What follows belongs to an exercise in optimizing a design on an open flow for small area, a short achievable clock period and few clock cycles per item; a production flow would make more cautious choices. Where RTL was checked, it was by simulation tests only, not by an equivalence proof against the original. Only the layout flow was run in run 2; the RTL was not checked for function there. Power and IR drop assume default switching activity.

==> flow/design.v (outline; a module is shown in full before it is edited, if it fits) <==
// module conv2d_stream: 1082 lines
module conv2d_stream #(
    parameter int DATA_W = 8,
    parameter int COEF_W = 8,
    parameter int IMG_W  = 8,
    parameter int IMG_H  = 8,
    parameter int ACC_W  = 20,
    parameter int SHIFT  = 4,
    parameter int OUT_W  = 16
) (
    input  logic              clk,
    input  logic              in_st,
    input  logic              coef_we,
    input  logic [3:0]        coef_addr,
    input  logic [COEF_W-1:0] coef_din,
    input  logic              pix_valid,
    output logic              pix_ready,
    input  logic [DATA_W-1:0] pix_din,
    output logic [OUT_W-1:0]  dout,
    output logic              out_st,
    input  logic              out_ready,
    output logic              frame_done
);
  // ...
==> flow/flow/run.sh <==
#!/bin/bash
# Standard ORFS layout, with one netlist step between synthesis and floorplan:
# flow/polfix.py re-chooses full-adder and AND/NAND polarities to drop inverters.
set -euo pipefail
R=orfs/results/${FLOW_PLATFORM:-sky130hd}/conv2d_stream/base
bash standard.sh synth > synth.log 2>&1
cp $R/1_2_yosys.v $R/1_2_yosys.orig.v
python3 flow/polfix.py $R/1_2_yosys.orig.v $R/1_2_yosys.pf.v > polfix.log 2>&1
cp $R/1_2_yosys.pf.v $R/1_2_yosys.v
touch $R/1_2_yosys.v
bash standard.sh finish > finish.log 2>&1
grep -c polinv_ $R/1_2_yosys.v >> polfix.log || true
==> flow/flow/polfix.py <==
#!/usr/bin/env python3
"""Re-choose the polarity of full adders and two-input AND/NAND gates in a mapped
sky130hd netlist so that fewer inverters are needed.

A full adder is self-dual: FA(~a, ~b, ~c) = (~sum, ~carry).  So any fa cell may be
fed complemented inputs if its consumers take its outputs complemented.  An and2
cell may become a nand2 (and back) the same way.  The netlist's inverters are taken
out, each signal is given the polarity that needs the fewest inverters, and one
inverter per signal is put back where a consumer still needs the other polarity.
Registers, ports and all other cells are left as they are.

usage: polfix.py IN.v OUT.v
"""
import re
import sys

INV_AREA = 3.7536
FLEX = {  # type -> (complement type, area)
    "sky130_fd_sc_hd__and2_1": ("sky130_fd_sc_hd__nand2_1", 6.256),
    "sky130_fd_sc_hd__and2_0": ("sky130_fd_sc_hd__nand2_1", 6.256),
    "sky130_fd_sc_hd__nand2_1": ("sky130_fd_sc_hd__and2_1", 3.7536),
}
FA_TYPES = {"sky130_fd_sc_hd__fa_1", "sky130_fd_sc_hd__fa_2", "sky130_fd_sc_hd__fa_4"}
INV_TYPES = {"sky130_fd_sc_hd__inv_1", "sky130_fd_sc_hd__inv_2", "sky130_fd_sc_hd__clkinv_1"}
OUT_PINS = {"X", "Y", "Q", "Q_N", "SUM", "COUT", "HI", "LO"}

src = open(sys.argv[1]).read()
mod_m = re.search(r"module\s+(\w+)\s*\((.*?)\);", src, re.S)
body_start = mod_m.end()
end_i = src.rindex("endmodule")

cell_re = re.compile(r"^\s*(sky130_fd_sc_hd__\w+)\s+(\S+)\s*\((.*?)\);", re.S | re.M)
pin_re = re.compile(r"\.(\w+)\(\s*(.*?)\s*\)\s*(?:,|$)", re.S)

cells = []
for m in cell_re.finditer(src, body_start, end_i):
    typ, name, body = m.group(1), m.group(2), m.group(3)
    pins = [(p, n.strip()) for p, n in pin_re.findall(body)]
    cells.append({"type": typ, "name": name, "pins": pins, "span": (m.start(), m.end())})

ports = set()
for m in re.finditer(r"^\s*(input|output|inout)\s+(?:wire\s+)?(\[[^\]]*\]\s*)?(\\\S+|\w+)", src[body_start:end_i], re.M):
    ports.add(m.group(3))


def port_of(net):
    b = net.split("[")[0].strip()
    return b in ports or net in ports


if re.search(r"^\s*assign\b", src[body_start:end_i], re.M):
    sys.exit("assign statements are not handled")

driver = {}
loads = {}
for ci, c in enumerate(cells):
    for p, n in c["pins"]:
        if p in OUT_PINS:
            driver[n] = (ci, p)
        else:
            loads.setdefault(n, []).append((ci, p))

# removable inverters: neither side touches a port
removable = set()
for ci, c in enumerate(cells):
    if c["type"] in INV_TYPES:
        d = dict(c["pins"])
        if not port_of(d["A"]) and not port_of(d["Y"]):
            removable.add(ci)


def root(n):
    p = 0
    seen = 0
    while n in driver and driver[n][0] in removable:
        ci = driver[n][0]
        n = dict(cells[ci]["pins"])["A"]
        p ^= 1
        seen += 1
        if seen > 1000:
            raise Exception("inverter loop")
    return n, p


# variables: fa cells and flexible gates; state 1 = output physically complemented
var = {}
for ci, c in enumerate(cells):
    if c["type"] in FA_TYPES or c["type"] in FLEX:
        var[ci] = 0

# consumers of each root: list of (cell index or None, pin, parity)
cons = {}
for ci, c in enumerate(cells):
    if ci in removable:
        continue
    for p, n in c["pins"]:
        if p in OUT_PINS:
            continue
        r, par = root(n)
        cons.setdefault(r, []).append((ci, p, par))
# output ports as consumers wanting the true value
for n in list(driver):
    if port_of(n):
        r, par = root(n)
        cons.setdefault(r, []).append((None, n, par))

roots = set(cons)
root_driver = {}
for r in roots:
    if r in driver:
        ci, p = driver[r]
        root_driver[r] = ci
# roots driven by a variable cell
roots_of_cell = {}
for r, ci in root_driver.items():
    if ci in var:
        roots_of_cell.setdefault(ci, []).append(r)
# roots consumed by each fa cell
fa_in_roots = {}
for r, lst in cons.items():
    for ci, p, par in lst:
        if ci is not None and ci in var and cells[ci]["type"] in FA_TYPES:
            fa_in_roots.setdefault(ci, set()).add(r)


def root_cost(r):
    ci = root_driver.get(r)
    d = var.get(ci, 0) if ci is not None else 0
    need = False
    for cj, p, par in cons[r]:
        want = par
        if cj is not None and cj in var and cells[cj]["type"] in FA_TYPES:
            want ^= var[cj]
        if want != d:
            need = True
            break
    cost = INV_AREA if need else 0.0
    if ci is not None and ci in var and cells[ci]["type"] in FLEX:
        typ = cells[ci]["type"]
        cost += FLEX[typ][1] if var[ci] == 0 else FLEX[FLEX[typ][0]][1]
    return cost


def touched(ci):
    s = set(roots_of_cell.get(ci, []))
    s |= fa_in_roots.get(ci, set())
    return s


def total():
    return sum(root_cost(r) for r in roots)


before = total()
import random
random.seed(1)
flex_in = {}  # fa cell -> flexible cells driving its input roots
for ci in var:
    if cells[ci]["type"] in FA_TYPES:
        fl = set()
        for r in fa_in_roots.get(ci, ()):
            d = root_driver.get(r)
            if d is not None and d in var and cells[d]["type"] in FLEX:
                fl.add(d)
        flex_in[ci] = fl


def move_cells(ci):
    return [ci] + sorted(flex_in.get(ci, ()))


def local_cost(cs):
    t = set()
    for c in cs:
        t |= touched(c)
    return t


varlist = list(var)
cur = before
T = 4.0
iters = 300000
for it in range(iters):
    T = 4.0 * (1 - it / iters) + 0.01
    ci = random.choice(varlist)
    cs = [ci]
    if ci in flex_in and random.random() < 0.7:
        cs = move_cells(ci)
    t = local_cost(cs)
    c0 = sum(root_cost(r) for r in t)
    for c in cs:
        var[c] ^= 1
    c1 = sum(root_cost(r) for r in t)
    dlt = c1 - c0
    if dlt <= 0 or random.random() < pow(2.718281828, -dlt / T):
        cur += dlt
    else:
        for c in cs:
            var[c] ^= 1
improved = True
passes = 0
while improved and passes < 50:
    improved = False
    passes += 1
    for ci in varlist:
        for cs in ([ci], move_cells(ci)):
            t = local_cost(cs)
            c0 = sum(root_cost(r) for r in t)
            for c in cs:
                var[c] ^= 1
            c1 = sum(root_cost(r) for r in t)
            if c1 < c0 - 1e-9:
                improved = True
            else:
                for c in cs:
                    var[c] ^= 1
after = total()
print(f"polfix: {len(removable)} inverters taken out; cost {before:.1f} -> {after:.1f} um2 "
      f"after {passes} passes; {sum(var.values())} cells flipped", file=sys.stderr)

# rewrite
new_inv = {}   # root -> inverter output net
new_cells_txt = []
k = 0


def pname(r):
    """Name of the net the driver of root r drives: renamed when it carries the complement."""
    ci = root_driver.get(r)
    d = var.get(ci, 0) if ci is not None else 0
    if not d:
        return r
    if r.startswith(chr(92)):
        return r + "_pn"
    return r + "_pn"


def phys(r, want):
    """Net carrying root r with polarity want (1 = complemented)."""
    global k
    ci = root_driver.get(r)
    d = var.get(ci, 0) if ci is not None else 0
    if want == d:
        return pname(r)
    if r not in new_inv:
        k += 1
        y = f"polinv_{k}_y"
        new_inv[r] = y
        new_cells_txt.append(f"  sky130_fd_sc_hd__inv_1 polinv_{k} (\n    .A({pname(r)}{' ' if r.startswith(chr(92)) else ''}),\n    .Y({y})\n  );\n")
    return new_inv[r]


repl = {}
renamed = set()
for ci, c in enumerate(cells):
    if ci in removable:
        repl[ci] = ""
        continue
    typ = c["type"]
    if ci in var and typ in FLEX and var[ci]:
        typ = FLEX[typ][0]
    pins = []
    for p, n in c["pins"]:
        if p in OUT_PINS:
            if typ != c["type"]:
                p = "Y" if typ.startswith("sky130_fd_sc_hd__nand") else "X"
            if n in roots and pname(n) != n:
                renamed.add(pname(n))
                n = pname(n)
            pins.append((p, n))
        else:
            r, par = root(n)
            want = par
            if ci in var and c["type"] in FA_TYPES:
                want ^= var[ci]
            pins.append((p, phys(r, want)))
    txt = f"  {typ} {c['name']} (\n" + ",\n".join(f"    .{p}({n}{' ' if n.startswith(chr(92)) else ''})" for p, n in pins) + "\n  );"
    repl[ci] = txt

# output ports driven through removed inverters are not possible (ports excluded), but a port
# net that is a root consumer with parity must still be satisfied
for r, lst in cons.items():
    for cj, n, par in lst:
        if cj is None:
            ci = root_driver.get(r)
            d = var.get(ci, 0) if ci is not None else 0
            if n != r or par != d:
                sys.exit(f"port net {n} would change polarity")

out = []
pos = 0
for ci, c in enumerate(cells):
    a, b = c["span"]
    out.append(src[pos:a])
    out.append(("\n" if repl[ci] else "") + repl[ci])
    pos = b
tail = src[pos:]
decl = "".join(f"  wire {y};\n" for y in new_inv.values())
decl += "".join(f"  wire {y}{' ' if y.startswith(chr(92)) else ''};\n" for y in sorted(renamed))
out.append("\n" + "".join(new_cells_txt))
res = "".join(out) + tail
# declare the new wires right after the module header
res = res[:body_start] + "\n" + decl + res[body_start:]
open(sys.argv[2], "w").write(res)
==> flow/standard.sh <==
#!/bin/bash
# synth_recipe.tcl (not shown) runs the flow's synth.tcl, then flattens the netlist and writes it again
# the make line also repeats each setting of config.mk as NAME=value (left out here)
make -C /OpenROAD-flow-scripts/flow DESIGN_CONFIG=/design/flow/config.mk WORK_HOME=/design/flow/orfs CLKGATE_MAP_FILE= SYNTH_SCRIPT=/design/flow/synth_recipe.tcl "${@:-finish}"
==> flow/config.mk <==
export PLATFORM = sky130hd
export DESIGN_NAME = conv2d_stream
export DESIGN_NICKNAME = conv2d_stream
export VERILOG_FILES = /design/flow/design.v
export SDC_FILE = /design/flow/constraint.sdc
export NUM_CORES = 4
export LEC_CHECK = 0
export CAP_MARGIN = 20
export CORE_MARGIN = 2
export CORE_UTILIZATION = 60
export CTS_BUF_LIST = sky130_fd_sc_hd__clkbuf_4 sky130_fd_sc_hd__clkbuf_8
export PLACE_DENSITY = 0.7
export SETUP_SLACK_MARGIN = 4.0
export SLEW_MARGIN = 20
==> flow/constraint.sdc <==
create_clock -name core_clock -period 6.5 [get_ports {clk}]
set_input_delay 1.3000 -clock core_clock [delete_from_list [all_inputs] [get_ports {clk}]]
set_output_delay 1.3000 -clock core_clock [all_outputs]
set_load 0.01 [all_outputs]
==> out/results.txt, run 1 <==
worst reg2reg setup slack: 3.83 ns
multi-input combinational area share: 0.464
RR Startpoint: r3_1333
met2 GRT Util: 0.557
die width: 238 um
Power, Total: 0.0123 W
wire length per cell: 26.2 um
commonest non-fill, non-tap cell in the layout: nand2_1
final period utilization: 0.411
DRC: 0
Hold WS: 0.317 ns
IO Pins: 44
slowest stage delay, CP: 0.54 ns
clock skew: 0.0270 ns
via count: 20800
final setup vio count: 0
most frequent cells in the layout: nand2_1, fa_1, dfxtp_1, edfxtp_1, buf_4
clk_buf instances: 159
Die Area: 56700 um2
area of the multi-input gates: 17900 um2
Row Count: 85
first-pass GRT wire length: 138 mm
post_cts resized: 210
Post-Layout Cell Count: 3476
crit path DAT: 3.12 ns
buffering overhead: 0.0552
Antenna Cells: 2
NetSw: 0.00387 W
outcome: finished clean
Setup CP Type: flop to flop
Top Registers: sr_q (152), qd_q (80), coef_q (72)
Testbench counts, summed over its fixed seeds: cycles 16,544, items 9,216.
==> inputs of run 2 (changes only) <==
--- a/flow/design.v
+++ b/flow/design.v
@@ -59,20 +59,28 @@
                 col_q <= col_q + 3'd1;
                 if (col_q == 3'd7) row_q <= row_q + 3'd1;
             end
         end
     end
     always_ff @(posedge clk) begin
         if (accept) sr_q <= {sr_q[17:0], pix_din};
     end
+    logic       cw_q;
+    logic [3:0] ca_q;
+    logic [7:0] cd_q;
+    always_ff @(posedge clk) begin
+        cw_q <= coef_we && !in_st;
+        ca_q <= coef_addr;
+        cd_q <= coef_din;
+    end
     always_ff @(posedge clk) begin
         for (int i = 0; i < 9; i++) begin
             if (in_st) coef_q[i] <= K_DEF[8*i +: 8];
-            else if (coef_we && coef_addr == 4'(i)) coef_q[i] <= coef_din;
+            else if (cw_q && ca_q == 4'(i)) coef_q[i] <= cd_q;
         end
     end
     logic [8:0][7:0] wn;    
     always_comb begin
         for (int i = 0; i < 3; i++)
             for (int j = 0; j < 3; j++)
                 wn[3*i + j] = sr_q[8*(2 - i) + (2 - j)];
     end
@@ -173,21 +181,20 @@
     logic s1185, c1186, s1187, c1188, s1189, c1190, s1191, c1192, s1193, c1194, s1195, c1196, s1197, c1198, s1199, c1200;
     logic r2_1201, r2_1202, r2_1203, r2_1204, r2_1205, r2_1206, r2_1207, r2_1208, r2_1209, r2_1210, r2_1211, r2_1212, r2_1213, r2_1214, r2_1215, r2_1216;
     logic r2_1217, r2_1218, r2_1219, r2_1220, r2_1221, r2_1222, r2_1223, r2_1224, r2_1225, r2_1226, r2_1227, r2_1228, r2_1229, r2_1230, r2_1231, r2_1232;
     logic r2_1233, r2_1234, r2_1235, r2_1236, r2_1237, r2_1238, r2_1239, r2_1240, r2_1241, r2_1242, r2_1243, r2_1244, r2_1245, r2_1246, r2_1247, r2_1248;
     logic r2_1249, r2_1250, r2_1251, r2_1252, r2_1253, r2_1254, r2_1255, r2_1256, r2_1257, r2_1258, r2_1259, r2_1260, r2_1261, r2_1262, r2_1263, r2_1264;
     logic s1265, c1266, s1267, c1268, s1269, c1270, s1271, c1272, s1273, c1274, s1275, c1276, s1277, c1278, s1279, c1280;
     logic s1281, c1282, s1283, c1284, s1285, c1286, s1287, c1288, s1289, c1290, s1291, c1292, s1293, c1294, s1295, c1296;
     logic s1297, c1298, s1299, c1300, s1301, c1302, s1303, c1304, s1305, c1306, s1307, c1308, s1309, c1310, s1311, c1312;
-    logic s1313, c1314, s1315, c1316, r3_1317, r3_1318, r3_1319, r3_1320, r3_1321, r3_1322, r3_1323, r3_1324, r3_1325, r3_1326, r3_1327, r3_1328;
-    logic r3_1329, r3_1330, r3_1331, r3_1332, r3_1333, r3_1334, r3_1335, r3_1336, r3_1337, r3_1338, r3_1339, r3_1340, r3_1341, r3_1342, r3_1343, r3_1344;
-    logic r3_1345, r3_1346, r3_1347, r3_1348, r3_1349, r3_1350, r3_1351, r3_1352, r3_1353, r3_1354, r3_1355, s1356, c1357, s1358, c1359, s1360;
-    logic c1361, s1362, c1363, s1364, c1365, s1366, c1367, s1368, c1369, s1370, c1371, s1372, c1373, s1374, c1375, s1376;
-    logic c1377;
+    logic s1313, c1314, s1315, c1316, s1317, c1318, s1319, c1320, s1321, c1322, s1323, c1324, s1325, c1326, s1327, c1328;
+    logic s1329, c1330, s1331, c1332, s1333, c1334, s1335, c1336, s1337, c1338, r3_1339, r3_1340, r3_1341, r3_1342, r3_1343, r3_1344;
+    logic r3_1345, r3_1346, r3_1347, r3_1348, r3_1349, r3_1350, r3_1351, r3_1352, r3_1353, r3_1354, r3_1355, r3_1356, r3_1357, r3_1358, r3_1359, r3_1360;
+    logic r3_1361, r3_1362, r3_1363, r3_1364, r3_1365, r3_1366, r3_1367, r3_1368, r3_1369, r3_1370;
     assign {c2, s1} = nw0[0][0] + nw1[0][0] + nw2[0][0];
     assign {c4, s3} = nw3[0][0] + nw4[0][0] + nw5[0][0];
     assign {c6, s5} = nw6[0][0] + nw7[0][0] + nw8[0][0];
     assign {c8, s7} = nw0[0][1] + nw0[1][0] + nw1[0][1];
     assign {c10, s9} = nw1[1][0] + nw2[0][1] + nw2[1][0];
     assign {c12, s11} = nw3[0][1] + nw3[1][0] + nw4[0][1];
     assign {c14, s13} = nw4[1][0] + nw5[0][1] + nw5[1][0];
     assign {c16, s15} = nw6[0][1] + nw6[1][0] + nw7[0][1];
@@ -717,31 +724,31 @@
     assign {c1304, s1303} = c1272 + c1274 + s1275;
     assign {c1306, s1305} = c1276 + c1278 + s1279;
     assign {c1308, s1307} = c1280 + c1282 + s1283;
     assign {c1310, s1309} = c1284 + c1286 + s1287;
     assign {c1312, s1311} = c1288 + s1289 + r2_1252;
     assign {c1314, s1313} = c1290 + s1291 + r2_1256;
     assign s1315 = ~(c1308 ^ s1309);
     assign c1316 = c1308 | s1309;
-    assign s1356 = ~(r3_1326 ^ r3_1327);
-    assign c1357 = r3_1326 | r3_1327;
-    assign s1358 = ~(r3_1329 ^ r3_1330);
-    assign c1359 = r3_1329 | r3_1330;
-    assign {c1361, s1360} = r3_1331 + r3_1332 + r3_1333;
-    assign {c1363, s1362} = r3_1334 + r3_1335 + r3_1336;
-    assign {c1365, s1364} = r3_1337 + r3_1338 + r3_1339;
-    assign {c1367, s1366} = r3_1340 + r3_1341 + r3_1342;
-    assign {c1369, s1368} = r3_1343 + r3_1344 + r3_1345;
-    assign {c1371, s1370} = r3_1346 + r3_1347 + r3_1348;
-    assign {c1373, s1372} = r3_1349 + r3_1350 + r3_1351;
-    assign s1374 = ~(r3_1352 ^ r3_1353);
-    assign c1375 = r3_1352 | r3_1353;
-    assign s1376 = ~(r3_1354 ^ r3_1355);
-    assign c1377 = r3_1354 | r3_1355;
+    assign s1317 = ~(c1298 ^ s1299);
+    assign c1318 = c1298 | s1299;
+    assign s1319 = ~(c1300 ^ s1301);
+    assign c1320 = c1300 | s1301;
+    assign {c1322, s1321} = c1302 + s1303 + s1277;
+    assign {c1324, s1323} = c1304 + s1305 + s1281;
+    assign {c1326, s1325} = c1306 + s1307 + s1285;
+    assign {c1328, s1327} = s1315 + r2_1247 + r2_1248;
+    assign {c1330, s1329} = c1316 + c1310 + s1311;
+    assign {c1332, s1331} = c1312 + s1313 + r2_1257;
+    assign {c1334, s1333} = c1314 + c1292 + s1293;
+    assign s1335 = ~(c1294 ^ s1295);
+    assign c1336 = c1294 | s1295;
+    assign s1337 = ~(c1296 ^ r2_1264);
+    assign c1338 = c1296 | r2_1264;
     always_ff @(posedge clk) begin
         r1_801 <= s385;
         r1_802 <= s641;
         r1_803 <= s391;
         r1_804 <= c642;
         r1_805 <= s643;
         r1_806 <= s645;
         r1_807 <= s399;
@@ -973,68 +980,61 @@
         r2_1257 <= r1_970;
         r2_1258 <= c1198;
         r2_1259 <= s1199;
         r2_1260 <= r1_974;
         r2_1261 <= c1200;
         r2_1262 <= c1150;
         r2_1263 <= s1151;
         r2_1264 <= c1152;
-        r3_1317 <= r2_1201;
-        r3_1318 <= r2_1202;
-        r3_1319 <= r2_1203;
-        r3_1320 <= r2_1204;
-        r3_1321 <= r2_1205;
-        r3_1322 <= r2_1206;
-        r3_1323 <= r2_1207;
-        r3_1324 <= s1265;
-        r3_1325 <= s1297;
-        r3_1326 <= c1298;
-        r3_1327 <= s1299;
-        r3_1328 <= r2_1219;
-        r3_1329 <= c1300;
-        r3_1330 <= s1301;
-        r3_1331 <= c1302;
-        r3_1332 <= s1303;
-        r3_1333 <= s1277;
-        r3_1334 <= c1304;
-        r3_1335 <= s1305;
-        r3_1336 <= s1281;
-        r3_1337 <= c1306;
-        r3_1338 <= s1307;
-        r3_1339 <= s1285;
-        r3_1340 <= s1315;
-        r3_1341 <= r2_1247;
-        r3_1342 <= r2_1248;
-        r3_1343 <= c1316;
-        r3_1344 <= c1310;
-        r3_1345 <= s1311;
-        r3_1346 <= c1312;
-        r3_1347 <= s1313;
-        r3_1348 <= r2_1257;
-        r3_1349 <= c1314;
-        r3_1350 <= c1292;
-        r3_1351 <= s1293;
-        r3_1352 <= c1294;
-        r3_1353 <= s1295;
-        r3_1354 <= c1296;
-        r3_1355 <= r2_1264;
+        r3_1339 <= r2_1201;
+        r3_1340 <= r2_1202;
+        r3_1341 <= r2_1203;
+        r3_1342 <= r2_1204;
+        r3_1343 <= r2_1205;
+        r3_1344 <= r2_1206;
+        r3_1345 <= r2_1207;
+        r3_1346 <= s1265;
+        r3_1347 <= s1297;
+        r3_1348 <= s1317;
+        r3_1349 <= r2_1219;
+        r3_1350 <= c1318;
+        r3_1351 <= s1319;
+        r3_1352 <= c1320;
+        r3_1353 <= s1321;
+        r3_1354 <= c1322;
+        r3_1355 <= s1323;
+        r3_1356 <= c1324;
+        r3_1357 <= s1325;
+        r3_1358 <= c1326;
+        r3_1359 <= s1327;
+        r3_1360 <= c1328;
+        r3_1361 <= s1329;
+        r3_1362 <= c1330;
+        r3_1363 <= s1331;
+        r3_1364 <= c1332;
+        r3_1365 <= s1333;
+        r3_1366 <= c1334;
+        r3_1367 <= s1335;
+        r3_1368 <= c1336;
+        r3_1369 <= s1337;
+        r3_1370 <= c1338;
     end
     always_ff @(posedge clk) begin
         if (in_st) begin
             v_q[NS-1:1] <= '0;
             l_q[NS-1:1] <= '0;
         end else begin
             v_q[NS-1:1] <= v_q[NS-2:0];
             l_q[NS-1:1] <= l_q[NS-2:0];
         end
     end
     logic [ACC_W-1:0] na, nb, sum;
-    assign na = {1'b1, c1377, c1375, c1373, c1371, c1369, c1367, c1365, c1363, c1361, c1359, c1357, s1356, r3_1325, r3_1324, r3_1323, r3_1321, r3_1320, r3_1318, r3_1317};
-    assign nb = {1'b1, 1'b1, s1376, s1374, s1372, s1370, s1368, s1366, s1364, s1362, s1360, s1358, r3_1328, 1'b1, 1'b1, 1'b1, r3_1322, 1'b1, r3_1319, 1'b1};
+    assign na = {1'b1, r3_1370, r3_1368, r3_1366, r3_1364, r3_1362, r3_1360, r3_1358, r3_1356, r3_1354, r3_1352, r3_1350, r3_1348, r3_1347, r3_1346, r3_1345, r3_1343, r3_1342, r3_1340, r3_1339};
+    assign nb = {1'b1, 1'b1, r3_1369, r3_1367, r3_1365, r3_1363, r3_1361, r3_1359, r3_1357, r3_1355, r3_1353, r3_1351, r3_1349, 1'b1, 1'b1, 1'b1, r3_1344, 1'b1, r3_1341, 1'b1};
     assign sum = (~na) + (~nb);
     logic [OUT_W-1:0] res;
     logic             res_v, res_l;
     assign res   = sum[SHIFT +: OUT_W];    
     assign res_v = v_q[NS-1];
     assign res_l = l_q[NS-1];
     logic [OUT_W-1:0] hd_q;
     logic             hv_q, hl_q, fd_q;
==> flow/config.mk (replaced) <==
export PLATFORM = sky130hd
export DESIGN_NAME = conv2d_stream
export DESIGN_NICKNAME = conv2d_stream
export VERILOG_FILES = /design/flow/design.v
export SDC_FILE = /design/flow/constraint.sdc
export NUM_CORES = 4
export LEC_CHECK = 0
export CAP_MARGIN = 20
export CORE_MARGIN = 2
export CORE_UTILIZATION = 60
export PLACE_DENSITY = 0.7
export SETUP_SLACK_MARGIN = 4.0
export SLEW_MARGIN = 20
==> out/results.txt, run 2 <==
CTS Buffer Depth: 3
Filler Cell Count: 3613
worst-path cell chain: inv_1 > ha_1 > or4b_4 > a2111o_1 > o21ai_2 > a31oi_1 > mux2i_2 > mux2_4
commonest non-fill, non-tap cell in the layout: nand2_1
CTS Buf Count: 68
RSZ-0062 raised after global routing: true
dpl hpwl: 65.7 mm
drt pass-1 iters: 5
DRC: 0 (unchanged)
crit path DAT: 3.07 ns (-0.05 ns)
crit end category: flop
Row Count: 85 (unchanged)
Synth Warn #: 1
CTS tree: yes
routability cong.: 0.997
RR Startpoint: r3_1344
Reg clk slew, reported paths: 0.06 ns
Internal Power: 0.00752 W
I/O Buffers: 43
net count after synthesis: 3025
share of post-route cells with drive strength above 1: 0.161
required time of the worst setup path: 6.85 ns
final setup vio count: 0 (unchanged)
CTS Root Cell: clkbuf_16
core footprint: 54000 um2
Initial Util: 0.608
Seq pwr share: 0.457
NetSw: 0.00267 W (-31%)
max reg flops: 152
all-layer global routing usage: 0.331
largest net degree at the start of global routing: 133
syn_area_per_cell: 13.6 um2
final setup margin: 3.78 ns
final hold viol count: 0
fin nets: 3244
first-pass GRT wire length: 136 mm (-1.5%)
Die Height: 238 um
Sw Share: 0.262
clock skew: 0.0342 ns (+0.00723 ns)
Max Slew Vio Count: 0
TNS Setup: 0 ns
critical path peak fanout: 6
1st-iter DRT viols: 1999
VDD IR max: 0.216 mV
crit path time final: 2.72 ns
Top reg by flops: sr_q
Hold Startpoint: r2_1207
final period utilization: 0.418 (+0.00765)
# hold bufs at CTS: 0
drt via density: 6.10
Worst Hold Class: flop to flop
IO Pins: 44 (unchanged)
vias in the first global route: 22300
P_leak: 12.2 nW
Antenna Cells: 0 (-2)
clock network power share: 0.383
dpl ws: 2.49 ns
outcome: finished clean
Slew @ Worst Pin: 0.966 ns
total gr overflow: 0
Setup CP Type: flop to flop
Top Registers: sr_q (152), qd_q (80), coef_q (72)
reg-to-reg endpoint: hd_q[12]
via count: 20700 (-0.82%)
H-tree depth: 3
slowest stage delay, CP: 0.52 ns (-0.02 ns)
max_slew headroom: 0.353
Worst path slowest cell: or4b_4
Setup crit start kind: flop
worst reg2reg setup slack: 3.78 ns (-0.05 ns)
wire length per cell: 26.8 um (+2.3%)
Worst-Skew Late Latency: 0.62 ns
most frequent cells in the layout: nand2_1, fa_1, dfxtp_1, edfxtp_1, buf_4
die width: 238 um (about the same)
initial antenna violation count: 3
synthesized area: 32900 um2
area grow syn2layout: 16.6%
Max Fclk: 368 MHz
Post-Synthesis Cells: 2419
final wirelength: 90.8 mm
worst r2r path cells: 8
hold depth: 0
Detail Route Antenna Nets: 0
Comb pwr share: 0.160
Min-Delay Endpoint: r3_1345
Die Area: 56700 um2 (about the same)
Cell Pwr Density: 266 nW/um2
Num Clock Sinks: 637
max cap viols: 0
## run 2: how the worst max path moves through the flow
stage	start	end	slack [ns]	cells past startpoint
after floorplan	pix_valid	row_q[2]	2.22	5
after global placement	out_ready	qn_q[2]	2.52	11
after detailed placement	out_ready	qn_q[2]	2.49	11
after CTS	r3_1343	qd_q[77]	3.77	8
after global routing	r3_1343	qd_q[40]	3.69	10
final	r3_1344	hd_q[12]	3.78	8
## run 2: area by class of cell
cell class	count	area [um2]	area share
tap	696	871	0.0227
timing repair inverter	1	5.00	0.000131
timing repair buffer	194	1960	0.0512
inverter	67	259	0.00676
clock inverter	30	295	0.00771
multi-input combinational	1669	17500	0.458
clock buffer	94	1980	0.0516
sequential	637	15400	0.402
## run 2: repair_timing
item                       4_1_cts  5_1_grt
gates resized for setup        172       59
cloned                           2        1
pin swaps                       25       29
setup endpoints to repair      393      155
setup buffers                   98       38
## run 2: critical path, delay by kind of cell (launching register included)
family	cells	cell delay, ns
AO/OA/AOI/OAI	3	0.80
adder cells (fa/ha/maj)	1	0.26
buffers and inverters	1	0.04
flip-flops	1	0.31
multiplexers	2	0.54
AND/OR/NAND/NOR	1	0.52
## run 2: routing by layer
| metal | part of all wire | GRT usage | vias to the layer above |
|---|---|---|---|
| met2 | 0.49 | 0.547 | 1173 |
| li1 | - | - | 8449 |
| met3 | 0.094 | 0.0865 | 311 |
| met5 | 0.00043 | 0 | - |
| met4 | 0.045 | 0.135 | 6 |
| met1 | 0.37 | 0.421 | 10700 |
## run 2: per-stage QoR
step	hold slack, ns	total power, W	util	area [um2]	std cells
after floorplan	0.310	0.00560	-	32900	2419
after global placement	0.312	0.00604	0.633	34200	3125
after detailed placement	0.312	0.00611	0.633	34200	3125
after CTS	0.325	0.0102	0.698	37700	3349
after global routing	0.330	0.0106	0.709	38300	3388
final	0.326	0.0102	0.709	38300	3388
## run 2: power by group through the flow
stage          clock [W]  sequential (W)  combinational [W]
4_1_cts          0.00396         0.00468            0.00155
6_report         0.00390         0.00466            0.00163
3_3_place_gp           0         0.00481            0.00122
3_5_place_dp           0         0.00482            0.00129
2_1_floorplan          0         0.00471           0.000891
5_1_grt          0.00412         0.00468            0.00183

## what the ideal ports hide
The flow's constraints put no driver on any port. The routed layouts listed below were extracted and timed again, unchanged, in two steps.
Step 1 sets driving cells, clkbuf_16 on the clock port and buf_2 on the other inputs (assumed; they add their load-dependent delay and slew).
Step 2 moves the port delays by t, midway between the first and last clock arrival at a register: inputs arrive t later, outputs are due t later. That takes back most of the time a late clock gives input paths.
Slacks: ideal ports / drivers / drivers and shift; pairs: ideal ports / drivers.
| run | t, ns | setup WS [ns] | worst setup path after step 2 |
|---|---|---|---|
| run 1 | 0.768 | 3.830 / 3.830 / 3.325 | input to register |
| run 2 | 0.666 | 3.781 / 3.781 / 3.368 | input to register |
After both steps setup and hold are still met in every run listed. For run 1, which loses most, drivers alone change the setup slack by 0.000 ns; drivers and shift together by -0.505 ns.
